Context: an optimization exercise on an open-source flow, tuned for small area and a short achievable clock period. The choices shown serve that exercise and are no tape-out recipe.
The RTL was checked by simulation tests, not by an equivalence proof against the original design.

## flow/design.v (module list and top-level ports; edited modules follow where they fit)
// module layer_blend: 1169 lines
// module lb_rows_and_n: 244 lines
// module lb_rows_mux_p: 244 lines
// module lb_rows_mux_n: 244 lines
// module lb_fa: 4 lines
// module lb_ha: 4 lines
// module lb_han: 4 lines
// module lb_mx: 3 lines
// module lb_maj: 3 lines
// module lb_a21oi: 3 lines
// module lb_o21ai: 3 lines
// module lb_nand2: 3 lines
// module lb_nor2: 3 lines
// module lb_inv: 3 lines
// module lb_xor2: 3 lines
// module lb_xnor2: 3 lines
// module lb_nd: 3 lines
module layer_blend #(
    parameter logic [23:0] BG_RGB    = 24'h000000,
    parameter logic        SYNC_IDLE = 1'b1
) (
    input  logic        clk,
    input  logic        rst,
    input  logic [31:0] color_rgba_top,
    input  logic [31:0] color_rgba_mid,
    input  logic [31:0] color_rgba_bot,
    input  logic        bright_in,
    input  logic        hsync_in,
    input  logic        vsync_in,
    output logic [23:0] rgb_out,
    output logic        bright_out,
    output logic        hsync_out,
    output logic        vsync_out
);
  // ...
==> flow/flow/run.sh <==
#!/bin/bash
set -euo pipefail
extra=()
if [[ -f flow/make.args ]]; then
  while IFS= read -r line; do [[ -n "$line" ]] && extra+=("$line"); done < flow/make.args
fi
bash standard.sh SYNTH_CANONICALIZE_TCL="$PWD/flow/leafmap.tcl" "${extra[@]}" finish > make.log 2>&1
==> flow/flow/leafmap.tcl <==
# Replace the design's leaf modules (full adders, inverted mux bits) by their cells.
techmap -map [file dirname [info script]]/leafmap.v
hierarchy -check -top $::env(DESIGN_NAME)
==> flow/flow/leafmap.v <==
// Map the design's leaf modules one-to-one onto sky130hd cells.
module lb_fa (input wire a, input wire b, input wire c, output wire s, output wire co);
    sky130_fd_sc_hd__fa_1 _TECHMAP_REPLACE_ (.A(a), .B(b), .CIN(c), .SUM(s), .COUT(co));
endmodule

module lb_ha (input wire a, input wire b, output wire s, output wire co);
    sky130_fd_sc_hd__ha_1 _TECHMAP_REPLACE_ (.A(a), .B(b), .SUM(s), .COUT(co));
endmodule

module lb_han (input wire a, input wire b, output wire s, output wire co);
    sky130_fd_sc_hd__xnor2_1 x (.A(a), .B(b), .Y(s));
    sky130_fd_sc_hd__or2_1 o (.A(a), .B(b), .X(co));
endmodule

module lb_mx (input wire sn, input wire f, input wire s, input wire b, output wire y);
    sky130_fd_sc_hd__o22ai_1 _TECHMAP_REPLACE_ (.A1(sn), .A2(f), .B1(s), .B2(b), .Y(y));
endmodule

module lb_nd (input wire a, input wire b, output wire y);
    sky130_fd_sc_hd__nand2_1 _TECHMAP_REPLACE_ (.A(a), .B(b), .Y(y));
endmodule

module lb_a21oi (input wire a1, input wire a2, input wire b1, output wire y);
    sky130_fd_sc_hd__a21oi_1 _TECHMAP_REPLACE_ (.A1(a1), .A2(a2), .B1(b1), .Y(y));
endmodule

module lb_o21ai (input wire a1, input wire a2, input wire b1, output wire y);
    sky130_fd_sc_hd__o21ai_0 _TECHMAP_REPLACE_ (.A1(a1), .A2(a2), .B1(b1), .Y(y));
endmodule

module lb_nand2 (input wire a, input wire b, output wire y);
    sky130_fd_sc_hd__nand2_1 _TECHMAP_REPLACE_ (.A(a), .B(b), .Y(y));
endmodule

module lb_nor2 (input wire a, input wire b, output wire y);
    sky130_fd_sc_hd__nor2_1 _TECHMAP_REPLACE_ (.A(a), .B(b), .Y(y));
endmodule

module lb_inv (input wire a, output wire y);
    sky130_fd_sc_hd__inv_1 _TECHMAP_REPLACE_ (.A(a), .Y(y));
endmodule

module lb_xor2 (input wire a, input wire b, output wire y);
    sky130_fd_sc_hd__xor2_1 _TECHMAP_REPLACE_ (.A(a), .B(b), .X(y));
endmodule

module lb_xnor2 (input wire a, input wire b, output wire y);
    sky130_fd_sc_hd__xnor2_1 _TECHMAP_REPLACE_ (.A(a), .B(b), .Y(y));
endmodule

module lb_maj (input wire a, input wire b, input wire c, output wire y);
    sky130_fd_sc_hd__maj3_1 _TECHMAP_REPLACE_ (.A(a), .B(b), .C(c), .X(y));
endmodule
==> flow/flow/make.args <==
BUFFER_PORTS_ARGS=-buffer_cell sky130_fd_sc_hd__buf_1
==> flow/standard.sh <==
#!/bin/bash
# synth_recipe.tcl (not shown) runs the flow's synth.tcl, then flattens the netlist and writes it again
# the make line also repeats each setting of config.mk as NAME=value (left out here)
make -C /OpenROAD-flow-scripts/flow DESIGN_CONFIG=/design/flow/config.mk WORK_HOME=/design/flow/orfs CLKGATE_MAP_FILE= SYNTH_SCRIPT=/design/flow/synth_recipe.tcl "${@:-finish}"
==> flow/config.mk <==
export PLATFORM = sky130hd
export DESIGN_NAME = layer_blend
export DESIGN_NICKNAME = layer_blend
export VERILOG_FILES = /design/flow/design.v
export SDC_FILE = /design/flow/constraint.sdc
export NUM_CORES = 4
export LEC_CHECK = 0
export CAP_MARGIN = 20
export CORE_MARGIN = 2
export CORE_UTILIZATION = 60
export CTS_BUF_LIST = sky130_fd_sc_hd__clkbuf_8
export CTS_CLUSTER_DIAMETER = 60
export CTS_CLUSTER_SIZE = 20
export SETUP_SLACK_MARGIN = 4.15
export SLEW_MARGIN = 20
==> flow/constraint.sdc <==
create_clock -name core_clock -period 8.0 [get_ports {clk}]
set_input_delay 1.6000 -clock core_clock [delete_from_list [all_inputs] [get_ports {clk}]]
set_output_delay 1.6000 -clock core_clock [all_outputs]
set_load 0.01 [all_outputs]
==> summary.txt, run 1 <==
Run status
  • Status: timing/DRC/antenna clean

Detailed routing
  • DR WL met2: ~28 mm
  • Top Metal Used: met4
  • Drt drc: 0
  • DRT Pass-1 Iters: 8

Setup path
  • Required @ worst endpoint: 8.53 ns
  • Crit Path Class: reg -> reg
  • CP Depth: 11
  • Max incr delay on CP: approximately 0.5 ns
  • Delay-heaviest family, CP: adder cells

Cells and area
  • Design area: ~25000 um2
  • Nonclk inv count: 88
  • Registers with the most flip-flops: top_d1_r: 32 flops, top_d2_r: 32 flops, mid_rgb_n_r: 24 flops
  • Bufs w/o clock: ~220
  • Layout cell share with drive strength beyond 1: between 10% and 20%
  • Most common cell after layout, fill and taps aside: fa_1
  • Sequential cell area share: between 20% and 30%

Synthesis
  • Top-count cell post-synth: o22ai_1
  • Synth area leader: fa_1
  • Seq cells post-synth: 276
  • Top FF cell, synth: dfxtp_1
  • Area fraction of the dominant cell type after synthesis: a little over a third
  • Ys Warns: 1
  • Seq/Total Area, Yosys: around a quarter

Clock tree
  • Maximum root-to-sink buffer count: 3
  • Hold_buf cts: 0
  • Post CTS Setup Buffer Count: 45
  • TritonCTS clock tree: yes

Floorplanning
  • Starting Density: 61.0%
  • Die area: around 37000 um2
  • I/O pins: 128

GRT
  • Met3 Usage GRT: under 10%
  • Number of global-route vias before repair: between 15000 and 20000
  • Most used routing layer: met2

Timing
  • Setup TNS: 0 ns

Min path
  • Hold_sp: top_d1_r[0]$_DFF_P_
  • Hold crit path type: reg -> reg
  • Worst Hold Depth: 0
==> run 2: changes to the inputs <==
--- a/flow/config.mk
+++ b/flow/config.mk
@@ -13,3 +13,4 @@
 export CTS_CLUSTER_SIZE = 20
-export SETUP_SLACK_MARGIN = 4.15
+export GPL_TIMING_DRIVEN = 1
+export SETUP_SLACK_MARGIN = 4.0
 export SLEW_MARGIN = 20
==> run 2 against run 1 <==
Synthesized cell count is the same. Critical path depth unchanged. Area after synthesis unchanged. Clock skew is essentially flat. Worst hold slack worse by 0.0021 ns. Highest routed layer unchanged. Non-clock buffer count shrank 30. Cell count fell by 1.2%. Critical endpoint is now s2_k_r[5]$_DFF_P_.
==> summary.txt, run 2 <==
Run status
  • Status: timing/DRC/antenna clean

Setup path
  • CP Launch Type: register
  • Max incr delay on CP: 0.54 ns (+0.04 ns)
  • CP Capture Type: register
  • Crit Path Class: reg -> reg
  • Worst Path Buf+Inv: 0
  • Cell mode on critical path: fa_1
  • Worst-path maximum fanout: 6
  • CP cell instances: ha_1 > nand2_1 > nor2_1 > nand2_1 > o21ai_2 > xor2_2 > o22ai_1 > fa_1 > fa_1 > fa_1 > fa_1
  • CP max-delay cell: fa_1
  • Required @ worst endpoint: 8.48 ns (-0.05 ns)
  • Critical path arrival: around 4.4 ns
  • Delay-heaviest family, CP: adder cells

Detailed routing
  • Vias/cell: approximately 6.5
  • Vias: around 17000
  • Drt drc: 0 (unchanged)
  • DRT Pass-1 Iters: 8 (unchanged)
  • Iter 0 DRT Violations: between 1000 and 1500
  • Routed len/inst: between 20 and 25 um
  • ANT nets after route: 0
  • Final WL: ~56 mm

GRT
  • Global-route wire length before repair: 89.8 mm
  • Number of global-route vias before repair: 17600 (-1.7%)
  • Largest net degree at the start of global routing: 26
  • GRT Resource Usage Total: ~31%
  • Grt total ovfl: 0
  • Antenna violations before repair: 0

Floorplanning
  • Rows: slightly below 70
  • Die extent in x: approximately 190 um
  • Die area: 36700 um2 (unchanged)
  • CORE AREA: about 35000 um2
  • I/O pins: 128 (unchanged)
  • Die Y: between 150 and 200 um
  • Starting Density: 61.0% (unchanged)

Synthesis
  • Cell variety after synth: 28
  • Post-Syn Instances: 1981
  • Seq cells post-synth: 276 (unchanged)
  • Post-synth EDFFs: 0
  • Synth Cell Area: between 20000 and 25000 um2
  • Seq/Total Area, Yosys: 26.1% (unchanged)
  • Synth top cells by count: 388 x o22ai_1, 378 x fa_1, 276 x dfxtp_1
  • Top FF cell, synth: dfxtp_1
  • Top-count cell post-synth: o22ai_1
  • Asr flop ratio synth: 0%
  • Net Count, Synth: 2544
  • Mean Syn Cell Area: approximately 11 um2
  • Synth area leader: fa_1
  • Dominant cells by area after synthesis: fa_1 36%, dfxtp_1 26%, o22ai_1 11%
  • Ys Warns: 1 (unchanged)
  • Area fraction of the dominant cell type after synthesis: 35.8% (unchanged)

Clock tree
  • TritonCTS clock tree: yes
  • Cts bufs inserted: 27
  • CTS clk-pin slew, worst paths: roughly 0.11 ns
  • CTS root buffer: clkbuf_8
  • H-Tree Depth: 1
  • Maximum root-to-sink buffer count: 3 (unchanged)
  • CTS sink cnt: ~280
  • Worst-Skew Late Latency: about 0.64 ns

Place
  • Routability cong.: slightly above 0.9
  • DP HPWL: a little over 40 mm
  • Dpl cell area: around 22000 um2
  • Port Buffer Count: between 100 and 150

Cells and area
  • Design area: 23900 um2 (-4.8%)
  • Final Util: just under 70%
  • Net count, final: around 2800
  • Registers with the most flip-flops: top_d1_r: 32 flops, top_d2_r: 32 flops, mid_rgb_n_r: 24 flops
  • Commonest non-fill, non-tap cells in the layout: 385 x o22ai_1, 378 x fa_1, 273 x nand2_1
  • Most common cell after layout, fill and taps aside: o22ai_1
  • Layout cell share with drive strength beyond 1: 10.7% (-8.4 points)
  • ANT cells: 0
  • P&R area growth vs syn: 13.1%

Timing
  • Unrepaired setup endpoints after global routing: true
  • Fmax achieved: between 200 and 300 MHz
  • Hold slack: 0.329 ns
  • Post-route clock period utilization: about half
  • Final setup viols: 0
  • Hold Vio Cnt, Final: 0
  • Slew Limit Headroom: between 30% and 40%
  • Slew @ Worst Pin: approximately 1.0 ns
  • Post-layout min period: approximately 3.9 ns
  • Final Skew: 0.0254 ns
  • Setup TNS: 0 ns (unchanged)
  • Slew Limit Fails: 0

Job
  • Max Cap Viol: 0

Min path
  • Hold crit path type: reg -> reg
run 2: cell types whose count changed in the layout (fill, tap and decap cells not counted), sizes merged:
cell / change
buf: -32
clkbuf: +2
inv: +3
clkinvlp: -6
run 2: metal layers:
layer / vias to the layer above / global-route usage, % / part of all wire, %
li1: 7577 / - / -
met1: 8488 / 40.4 / 40
met3: 184 / 5.76 / 9.1
met5: - / 0 / 0
met4: 0 / 10.7 / 3.2
met2: 1067 / 51.5 / 48
run 2: path summary, 6_finish.rpt:
check,from,endpoint,slack [ns],cells after the start
max,s1_hy_n_r[9]$_DFF_P_,s2_k_r[5]$_DFF_P_,4.07,11
min,top_d1_r[0]$_DFF_P_,top_d2_r[0]$_DFF_P_,0.33,0
max reg2reg,s1_hy_n_r[9]$_DFF_P_,s2_k_r[5]$_DFF_P_,4.07,11
min reg2reg,top_d1_r[0]$_DFF_P_,top_d2_r[0]$_DFF_P_,0.33,0
run 2: cell families (layout without fill, tap and decap cells):
| logic type | after synthesis | after routing | synth area share (%) |
|---|---|---|---|
| AO/OA/AOI/OAI | 631 | 631 | 18.0 |
| XOR/XNOR | 105 | 105 | 4.35 |
| flip-flops | 276 | 276 | 26.1 |
| buffers and inverters | 87 | 329 | 1.55 |
| AND/OR/NAND/NOR | 393 | 393 | 7.87 |
| adder cells (fa/ha/maj) | 489 | 489 | 42.1 |
run 2: final cells by class:
| type | instances | area [um2] |
|---|---|---|
| Clock buffer | 28 | 385 |
| Clock inverter | 22 | 307 |
| Fill cell | 2730 | 10700 |
| Inverter | 85 | 319 |
| Multi-Input combinational cell | 1618 | 15800 |
| Sequential cell | 276 | 5530 |
| Tap cell | 455 | 569 |
| Timing Repair Buffer | 194 | 990 |
run 2: timing repair:
item	CTS	global route
buffers inserted	25	17
pin swaps	11	20
gates resized for setup	43	91
hold buffers	0	0
gates cloned	0	0
setup endpoints to repair	76	78
run 2: per-stage QoR:
| stage | worst slack, ns | cells |
|---|---|---|
| global route | 3.95 | 2678 |
| floorplan | 4.24 | 1981 |
| global placement | 3.34 | 2586 |
| finish | 4.07 | 2678 |
| CTS | 4.00 | 2661 |
| detailed placement | 3.66 | 2586 |
==> run 3: changes to the inputs <==
--- a/flow/config.mk
+++ b/flow/config.mk
@@ -13,3 +13,2 @@
 export CTS_CLUSTER_SIZE = 20
-export GPL_TIMING_DRIVEN = 1
 export SETUP_SLACK_MARGIN = 4.0
==> run 3 against run 2 <==
Still clean on timing, DRC and antenna. Register-to-register slack barely moved. Die area did not move. Fmax did not move. Area after synthesis did not move. Cell count did not move. Flip-flop and latch count did not move. First-iteration DRC count did not move. Synthesized cell count did not move. Routed wire length did not move. Critical path type unchanged.
==> summary.txt, run 3 <==
Min path
  • Worst Hold Depth: 0 (unchanged)
  • Hold crit path type: reg -> reg
  • Hold_sp: top_d1_r[0]$_DFF_P_
  • Worst Hold End: top_d2_r[0]$_DFF_P_

Timing
  • Post-route clock period utilization: 49.2% (unchanged)
  • Setup TNS: 0 ns (unchanged)
  • Hold slack: 0.329 ns (unchanged)
  • Unrepaired setup endpoints after global routing: true
  • Slew Limit Headroom: 33.3% (unchanged)
  • Final Worst Setup Slack: 4.07 ns (unchanged)
  • Final setup viols: 0 (unchanged)
  • Fmax achieved: 254 MHz (unchanged)
  • Post-layout min period: 3.93 ns (unchanged)
  • Final Skew: 0.0254 ns (unchanged)
  • Hold Vio Cnt, Final: 0 (unchanged)
  • Slew Limit Fails: 0 (unchanged)
  • Slew @ Worst Pin: 0.999 ns (unchanged)

Floorplanning
  • Die extent in x: 192 um (unchanged)
  • I/O pins: 128 (unchanged)
  • Starting Density: 61.0% (unchanged)
  • CORE AREA: 34600 um2 (unchanged)
  • Rows: 68 (unchanged)
  • Die area: 36700 um2 (unchanged)
  • Die Y: 192 um (unchanged)

Synthesis
  • Post-synth EDFFs: 0 (unchanged)
  • Post-synthesis xor/xnor area fraction: 4.35% (unchanged)
  • Post-Syn Instances: 1981 (unchanged)
  • Top FF cell, synth: dfxtp_1
  • Top-count cell post-synth: o22ai_1
  • Mux share of post-synthesis cell area: 0% (unchanged)
  • Ys Warns: 1 (unchanged)
  • Area fraction of the dominant cell type after synthesis: 35.8% (unchanged)
  • Seq/Total Area, Yosys: 26.1% (unchanged)
  • Mean Syn Cell Area: 10.7 um2 (unchanged)
  • Synth area leader: fa_1
  • Synth Area in Compound Gates: 18.0% (unchanged)
  • Synth Cell Area: 21100 um2 (unchanged)
  • Synth top cells by count: 388 x o22ai_1, 378 x fa_1, 276 x dfxtp_1
  • Dominant cells by area after synthesis: fa_1 36%, dfxtp_1 26%, o22ai_1 11%
  • Synth Area in Adders: 42.1% (unchanged)
  • Synth Area in Simple Gates: 7.87% (unchanged)
  • Cell variety after synth: 28 (unchanged)
  • Asr flop ratio synth: 0% (unchanged)
  • Main combinational cell family by area after synthesis: adder cells
  • Seq cells post-synth: 276 (unchanged)
  • Net Count, Synth: 2544 (unchanged)

Clock tree
  • CTS clk-pin slew, worst paths: 0.11 ns (about the same)
  • CTS root buffer: clkbuf_8
  • Maximum root-to-sink buffer count: 3 (unchanged)
  • Hold_buf cts: 0 (unchanged)
  • TritonCTS clock tree: yes
  • Cts bufs inserted: 27 (unchanged)
  • H-Tree Depth: 1 (unchanged)
  • CTS sink cnt: 276 (unchanged)
  • Worst-Skew Late Latency: 0.64 ns (about the same)

Place
  • Dpl cells: 2586 (unchanged)
  • Dpl ws: 3.66 ns (unchanged)
  • Port Buffer Count: 127 (unchanged)
  • Routability cong.: 0.906 (unchanged)
  • DP HPWL: 41.0 mm (unchanged)

Setup path
  • Required @ worst endpoint: 8.48 ns (about the same)
  • Worst Path Buf+Inv: 0 (unchanged)
  • Critical path arrival: 4.42 ns (about the same)
  • Flop2flop setup slack: 4.07 ns (about the same)
  • R2R cell count: 11 (unchanged)
  • CP max-delay cell: fa_1
  • Delay-heaviest family, CP: adder cells
  • Worst-path maximum fanout: 6 (unchanged)
  • Launch point of the worst reg-to-reg path: s1_hy_n_r[9]$_DFF_P_
  • Cell mode on critical path: fa_1
  • Max incr delay on CP: 0.54 ns (about the same)
  • Crit Path Class: reg -> reg
  • CP Capture Type: register
  • Reg-to-reg endpoint: s2_k_r[5]$_DFF_P_
  • CP Launch Type: register
  • CP cell instances: ha_1 > nand2_1 > nor2_1 > nand2_1 > o21ai_2 > xor2_2 > o22ai_1 > fa_1 > fa_1 > fa_1 > fa_1

Cells and area
  • ANT cells: 0 (unchanged)
  • P&R area growth vs syn: 13.1% (unchanged)
  • Fin cells: 2678 (unchanged)
  • Final Util: 69.0% (unchanged)
  • Fill cells: 2730 (unchanged)
  • Layout cell share with drive strength beyond 1: 10.7% (unchanged)
  • Registers with the most flip-flops: top_d1_r: 32 flops, top_d2_r: 32 flops, mid_rgb_n_r: 24 flops
  • Most common cell after layout, fill and taps aside: o22ai_1
  • Net count, final: 2765 (unchanged)
  • Commonest non-fill, non-tap cells in the layout: 385 x o22ai_1, 378 x fa_1, 273 x nand2_1

GRT
  • Grt total ovfl: 0 (unchanged)
  • GRT Resource Usage Total: 30.8% (unchanged)
  • Global-route wire length before repair: 89.8 mm (unchanged)
  • Number of global-route vias before repair: 17600 (unchanged)
  • Antenna violations before repair: 0 (unchanged)
  • Largest net degree at the start of global routing: 26 (unchanged)

Job
  • Max Cap Viol: 0 (unchanged)

Detailed routing
  • Vias/cell: 6.47 (unchanged)
  • Final WL: 56.0 mm (unchanged)
  • Routed len/inst: 20.9 um (unchanged)
  • Vias: 17300 (unchanged)
  • Iter 0 DRT Violations: 1492 (unchanged)
  • Drt drc: 0 (unchanged)
  • ANT nets after route: 0 (unchanged)
  • DRT Pass-1 Iters: 8 (unchanged)

Run status
  • Status: timing/DRC/antenna clean
run 3: worst max-delay path by stage:
| stage | start | endpoint | cells past startpoint |
|---|---|---|---|
| 6_report | s1_hy_n_r[9]$_DFF_P_ | s2_k_r[5]$_DFF_P_ | 11 |
| 5_1_grt | s1_hy_n_r[9]$_DFF_P_ | s2_k_r[5]$_DFF_P_ | 11 |
| 4_1_cts | s1_k_n_r[9]$_DFF_P_ | s2_k_r[5]$_DFF_P_ | 10 |
| 3_5_place_dp | color_rgba_bot[11] | s1_k_n_r[2]$_DFF_P_ | 8 |
| 3_3_place_gp | color_rgba_bot[2] | s1_hy_n_r[9]$_DFF_P_ | 6 |
| 2_1_floorplan | s1_k_n_r[14]$_DFF_P_ | s2_k_r[12]$_DFF_P_ | 12 |
run 3: layer usage:
metal  GRT usage [%]  share of wire, %  up-vias
met2            51.5                48     1067
met3            5.76               9.1      184
met1            40.4                40     8488
met4            10.7               3.2        0
met5               0                 0        -
li1                -                 -     7577
run 3: what timing repair did:
item,in CTS,in global routing
setup endpoints to repair,76,78
resized for setup,43,91
cloned,0,0
buffers inserted,25,17
pin swaps,11,20
run 3: layout make-up:
class                   count  area (um2)  area share [%]
inverters                  85         319            1.33
clock inverters            22         307            1.28
repair buffers            194         990            4.14
well taps                 455         569            2.38
clock buffers              28         385            1.61
flip-flops and latches    276        5530            23.1
multi-input cells        1618       15800            66.1
run 3: logic make-up after synthesis:
logic type / after synthesis
xor gates and xnor gates: 105
adders and majority gates: 489
and+or+nand+nor: 393
buffers and inverters: 87
AOI/OAI and AO/OA: 631
DFF: 276
run 3: through the flow:
stage	cell area [um2]
final	23900
after global routing	23900
after CTS	23500
after detailed placement	22400
after global placement	22400
after floorplan	21100

## afterwards: timing with drivers on the ports
The results above use ideal ports. As a check the final layouts listed here were re-extracted and re-timed, cells and wires unchanged.
Step 1, drivers: a clkbuf_16 drives clk and a buf_2 each remaining input, both assumed.
Step 2 times the ports against the registers' clock, not the clock port: input delays grow and output delays shrink by t, the midpoint of the rising clock arrivals with the driver on.
Three values: ideal, step 1, step 2; two values: the first two.
| run | t, ns | slack for setup (ns) | worst setup path at the end | worst register clock-pin slew, ns | pins driven straight from the clock port |
|---|---|---|---|---|---|
| run 1 | 0.683 | 4.128 / 4.099 / 3.632 | input to register | 0.11 / 0.11 | 1 |
| run 2 | 0.682 | 4.068 / 4.057 / 3.640 | input to register | 0.11 / 0.11 | 1 |
| run 3 | 0.682 | 4.068 / 4.057 / 3.640 | input to register | 0.11 / 0.11 | 1 |
After both steps setup and hold are still met in every run listed. The setup slack of run 1, which loses most, moves by -0.029 ns with the drivers and by -0.496 ns with both steps.
